Source: an optimization exercise on an open RTL-to-GDS flow (aim: small area). Production flows keep margins and buffers that such runs may drop. Only simulation tests tie the RTL to the original design; equivalence was not proved. No driver is modelled on the clock port, so clocking that relies on it looks cheaper here than on a real chip. Power and IR drop assume default switching activity.

## leveltwo_top
module leveltwo_top
#(
    parameter int META_DELAY = 4
) (
    input  wire  logic                                    clk_i,
    input  wire  logic                                    arst_n_i,
    input  wire  logic [l2_pkg::NTIO*l2_pkg::TRIG_W-1:0]  tio_trig_i,
    input  wire  logic [l2_pkg::NTIO*l2_pkg::META_W-1:0]  tio_meta_i,
    input  wire  logic                                    holdoff_i,
    input  wire  logic                                    dead_i,
    input  wire  logic                                    logictype_i,
    input  wire  logic                                    rf_en_i,
    input  wire  logic [l2_pkg::MASK_LF_LSB+1:0]          mask_i,
    output logic [l2_pkg::NTIO*l2_pkg::META_W-1:0]        tio_meta_o,
    output logic [l2_pkg::NPOL*l2_pkg::NSECT-1:0]         leveltwo_o,
    output logic [l2_pkg::NPOL-1:0]                       mie_o,
    output logic [1:0]                                    lf_o,
    output logic                                          aux_o,
    output logic                                          levelthree_o,
    output logic                                          trig_o
);
    localparam int NTIO        = l2_pkg::NTIO;
    localparam int NSECT       = l2_pkg::NSECT;
    localparam int NPOL        = l2_pkg::NPOL;
    localparam int NREGION     = l2_pkg::NREGION;
    localparam int NSLOT       = l2_pkg::NSLOT;
    localparam int SLOT_W      = l2_pkg::SLOT_W;
    localparam int META_W      = l2_pkg::META_W;
    localparam int TRIG_W      = l2_pkg::TRIG_W;
    localparam int LF_BIT      = l2_pkg::LF_BIT;
    localparam int AUX_BIT     = l2_pkg::AUX_BIT;
  ...
export LEC_CHECK = 0
export CAP_MARGIN = 10
export CORE_MARGIN = 2
export CORE_UTILIZATION = 70
export GPL_TIMING_DRIVEN = 0
export SLEW_MARGIN = 10
export SYNTH_HIERARCHICAL = 1
create_clock -name core_clock -period 3.0 [get_ports {clk_i}]
standard.sh (not shown) runs the stock make flow with config.mk's settings and CLKGATE_MAP_FILE= SYNTH_SCRIPT=/design/flow/synth_recipe.tcl, a recipe that flattens the netlist after the stock synthesis.
==> flow/flow/run.sh <==
#!/bin/bash
# The standard layout (standard.sh) with buf_1 port buffers, hold repair
# with plain buffers only, and CTS without dummy loads.
set -euo pipefail
export IN_BUF_CELL=sky130_fd_sc_hd__buf_1
export PRE_GLOBAL_PLACE_TCL=$PWD/flow/pre_gpl.tcl
export BUFFER_PORTS_ARGS="-outputs -buffer_cell sky130_fd_sc_hd__buf_1"
export CTS_ARGS="-sink_clustering_enable -repair_clock_nets -dont_use_dummy_load -sink_clustering_size 30 -sink_clustering_max_diameter 60"
export PRE_CTS_TCL=$PWD/flow/no_dly.tcl
export PRE_GLOBAL_ROUTE_TCL=$PWD/flow/no_dly.tcl
export PRE_DETAIL_ROUTE_TCL=$PWD/flow/no_dly.tcl
bash standard.sh finish > standard_flow.log 2>&1
==> flow/flow/no_dly.tcl <==
# repair hold with plain buffers rather than the large delay cells
set_dont_use [get_lib_cells {sky130_fd_sc_hd__dlygate* sky130_fd_sc_hd__clkdlybuf* sky130_fd_sc_hd__dlymetal*}]
==> flow/flow/pre_gpl.tcl <==
# as the timing-driven standard flow does, drop synthesis buffers first
remove_buffers
# inputs get their own port buffer cell; outputs are buffered by the
# standard buffer_ports call (BUFFER_PORTS_ARGS in run.sh)
buffer_ports -inputs -buffer_cell $::env(IN_BUF_CELL)
The starting point finished with timing, DRC and antenna clean.
Edit:
--- a/flow/flow/run.sh
+++ b/flow/flow/run.sh
@@ -8 +8 @@
-export CTS_ARGS="-sink_clustering_enable -repair_clock_nets -dont_use_dummy_load -sink_clustering_size 30 -sink_clustering_max_diameter 60"
+export CTS_ARGS="-sink_clustering_enable -repair_clock_nets -dont_use_dummy_load -sink_clustering_size 32 -sink_clustering_max_diameter 80"
--- a/flow/flow/pre_gpl.tcl
+++ b/flow/flow/pre_gpl.tcl
@@ -2,0 +3,17 @@
+# start every cell from its smallest drive strength; repair_design and
+# repair_timing size up what the timing and slew limits need
+set n_down 0
+foreach inst [get_cells *] {
+  set ref [get_property $inst ref_name]
+  if {![regexp {^(sky130_fd_sc_hd__[a-z0-9]+)_([0-9]+)$} $ref -> base drive]} { continue }
+  if {$drive <= 1 || [regexp {tap|conb|fill|decap|diode} $base]} { continue }
+  foreach d {1 0} {
+    set cand [get_lib_cells -quiet "*/${base}_$d"]
+    if {[llength $cand] > 0 && ![get_property [lindex $cand 0] dont_use]} {
+      replace_cell $inst [lindex $cand 0]
+      incr n_down
+      break
+    }
+  }
+}
+puts "downsized $n_down cells"
CORE_UTILIZATION = 72   (was 70)
What happened:
- The new run passed the timing, DRC and antenna checks
- sequential power is about the same
- final cell count fell by 1.8%
- synthesized area does not change
- wire length is lower by about 3%
- die area shrinks by about 2.7%
- setup slack gains 0.027 ns
- clock power fell by about 5%
- worst hold slack degrades by 0.011 ns
- core utilization grows by 1.6 points
Edit:
--- a/flow/flow/run.sh
+++ b/flow/flow/run.sh
@@ -8 +8 @@
-export CTS_ARGS="-sink_clustering_enable -repair_clock_nets -dont_use_dummy_load -sink_clustering_size 32 -sink_clustering_max_diameter 80"
+export CTS_ARGS="-sink_clustering_enable -repair_clock_nets -dont_use_dummy_load -sink_clustering_size 36 -sink_clustering_max_diameter 100"
Global-route usage went down by 0.46 points.
Hold slack is better by 0.013 ns.
Critical path depth stays the same.
Routed wire length went down by 1.4%.
Cell count barely changes.
Non-clock buffer count does not change.
Die area is unchanged.
Via count is about the same.
Power went down by 1.3%.
Edit:
--- a/flow/flow/run.sh
+++ b/flow/flow/run.sh
@@ -8 +8 @@
-export CTS_ARGS="-sink_clustering_enable -repair_clock_nets -dont_use_dummy_load -sink_clustering_size 36 -sink_clustering_max_diameter 100"
+export CTS_ARGS="-sink_clustering_enable -repair_clock_nets -dont_use_dummy_load -sink_clustering_size 32 -sink_clustering_max_diameter 60"
CORE_UTILIZATION = 75   (was 72)
What happened:
- The changed run passed the timing, DRC and antenna checks
- synthesized area is unchanged
- clock-buffer cell count rose by 8
- hold slack loses 0.024 ns

Another version of the RTL of leveltwo_top (not shown whole).
Size: about 1800 cells after synthesis, roughly 1100 flip-flops, about 610 I/O pins.
## leveltwo_top
module leveltwo_top
#(
    parameter int META_DELAY = 4
) (
    input  wire  logic                                    clk_i,
    input  wire  logic                                    arst_n_i,
    input  wire  logic [l2_pkg::NTIO*l2_pkg::TRIG_W-1:0]  tio_trig_i,
    input  wire  logic [l2_pkg::NTIO*l2_pkg::META_W-1:0]  tio_meta_i,
    input  wire  logic                                    holdoff_i,
    input  wire  logic                                    dead_i,
    input  wire  logic                                    logictype_i,
    input  wire  logic                                    rf_en_i,
    input  wire  logic [l2_pkg::MASK_LF_LSB+1:0]          mask_i,
    output logic [l2_pkg::NTIO*l2_pkg::META_W-1:0]        tio_meta_o,
    output logic [l2_pkg::NPOL*l2_pkg::NSECT-1:0]         leveltwo_o,
    output logic [l2_pkg::NPOL-1:0]                       mie_o,
    output logic [1:0]                                    lf_o,
    output logic                                          aux_o,
    output logic                                          levelthree_o,
    output logic                                          trig_o
);
export LEC_CHECK = 0
export CAP_MARGIN = 20
export CORE_MARGIN = 2
export CORE_UTILIZATION = 75
export CTS_BUF_LIST = sky130_fd_sc_hd__clkbuf_8
export SLEW_MARGIN = 20
create_clock -name core_clock -period 3.0 [get_ports {clk_i}]
==> flow/flow/run.sh <==
#!/bin/bash
# The standard layout (standard.sh), with the port buffers chosen here:
# a delay cell on each input, buf_1 on each output; and CTS buffer options.
set -euo pipefail
export IN_BUF_CELL=sky130_fd_sc_hd__dlygate4sd1_1
export PRE_GLOBAL_PLACE_TCL=$PWD/flow/pre_gpl.tcl
export BUFFER_PORTS_ARGS="-outputs -buffer_cell sky130_fd_sc_hd__buf_1"
bash standard.sh finish > standard_flow.log 2>&1
==> flow/flow/pre_gpl.tcl <==
# inputs get a delay-cell buffer (hold on input-to-register paths),
# outputs get buf_1 (BUFFER_PORTS_ARGS in run.sh)
buffer_ports -inputs -buffer_cell $::env(IN_BUF_CELL)
The first run failed in 5_1_grt, error GRT-0232.
==> next run, changes <==
==> flow/flow/run.sh (replaced) <==
#!/bin/bash
set -euo pipefail
export BUFFER_PORTS_ARGS="-buffer_cell sky130_fd_sc_hd__buf_1"
export CTS_ARGS="-sink_clustering_enable -repair_clock_nets -dont_use_dummy_load -buf_list {sky130_fd_sc_hd__clkbuf_4 sky130_fd_sc_hd__clkbuf_8}"
bash standard.sh finish > standard_flow.log 2>&1
- CORE_UTILIZATION: 75 -> 65
- CTS_BUF_LIST: sky130_fd_sc_hd__clkbuf_8 -> unset
removed: flow/flow/pre_gpl.tcl
After rerunning:
- The changed run completed without violations
- area after synthesis is unchanged
- synthesized cell count stays the same
==> next run, changes <==
==> flow/flow/run.sh (replaced) <==
#!/bin/bash
# The standard layout (standard.sh) with buf_1 port buffers, hold repair
# with plain buffers only, and CTS without dummy loads.
set -euo pipefail
export IN_BUF_CELL=sky130_fd_sc_hd__buf_1
export PRE_GLOBAL_PLACE_TCL=$PWD/flow/pre_gpl.tcl
export BUFFER_PORTS_ARGS="-outputs -buffer_cell sky130_fd_sc_hd__buf_1"
export CTS_ARGS="-sink_clustering_enable -repair_clock_nets -dont_use_dummy_load -sink_clustering_size 34 -sink_clustering_max_diameter 70"
export PRE_CTS_TCL=$PWD/flow/no_dly.tcl
export PRE_GLOBAL_ROUTE_TCL=$PWD/flow/no_dly.tcl
export PRE_DETAIL_ROUTE_TCL=$PWD/flow/no_dly.tcl
bash standard.sh finish > standard_flow.log 2>&1
==> flow/flow/no_dly.tcl (new file) <==
# repair hold with plain buffers rather than the large delay cells
set_dont_use [get_lib_cells {sky130_fd_sc_hd__dlygate* sky130_fd_sc_hd__clkdlybuf* sky130_fd_sc_hd__dlymetal*}]
==> flow/flow/pre_gpl.tcl (new file) <==
# as the timing-driven standard flow does, drop synthesis buffers first
remove_buffers
# inputs get their own port buffer cell; outputs are buffered by the
# standard buffer_ports call (BUFFER_PORTS_ARGS in run.sh)
buffer_ports -inputs -buffer_cell $::env(IN_BUF_CELL)
- CAP_MARGIN: 20 -> 10
- CORE_UTILIZATION: 65 -> 66
- GPL_TIMING_DRIVEN: unset -> 0
- SLEW_MARGIN: 20 -> 10
Effect: Flip-flop and latch count is unchanged; worst hold slack gains 0.014 ns; die area fell slightly; final cell count came out lower by roughly a tenth; sequential power is about the same; total power falls by roughly a tenth; design area goes down by roughly a tenth; count of clock-buffer cells in the layout came out lower by 121.

==> static timing again, ports no longer ideal <==
The flow's constraints put no driver on any port. The routed layouts listed below were extracted and timed again, unchanged, in two steps. Step 1: set_driving_cell puts a clkbuf_16 on clk_i and a buf_2 on each other input, an assumption about the parent block. Step 2 times the ports against the registers' clock, not the clock port: input delays grow and output delays shrink by t, the midpoint of the rising clock arrivals with the driver on. a / b / c = ideal / step 1 / step 2; a / b = the first two.
| run | t (ns) | slack for setup (ns) | worst setup path after step 2 | latest minus earliest clock arrival (ns) | worst data-port slew with drivers (ns) |
|---|---|---|---|---|---|
| the first run of note 1 | 0.643 | 0.115 / 0.060 / 0.703 | register to output | 0.062 / 0.062 | 0.13 |
| the second run of note 1 | 0.633 | 0.141 / 0.088 / 0.721 | register to output | 0.041 / 0.040 | 0.15 |
| the third run of note 1 | 0.641 | 0.180 / 0.127 / 0.768 | register to output | 0.045 / 0.045 | 0.14 |
| the fourth run of note 1 | 0.623 | 0.088 / 0.034 / 0.657 | register to output | 0.080 / 0.080 | 0.13 |
| the second run of note 2 | 0.793 | 0.146 / 0.146 / 0.146 | register to register | 0.062 / 0.063 | 0.09 |
| the third run of note 2 | 0.630 | 0.087 / 0.087 / 0.087 | register to register | 0.028 / 0.028 | 0.14 |
After both steps every run listed still meets setup and hold.
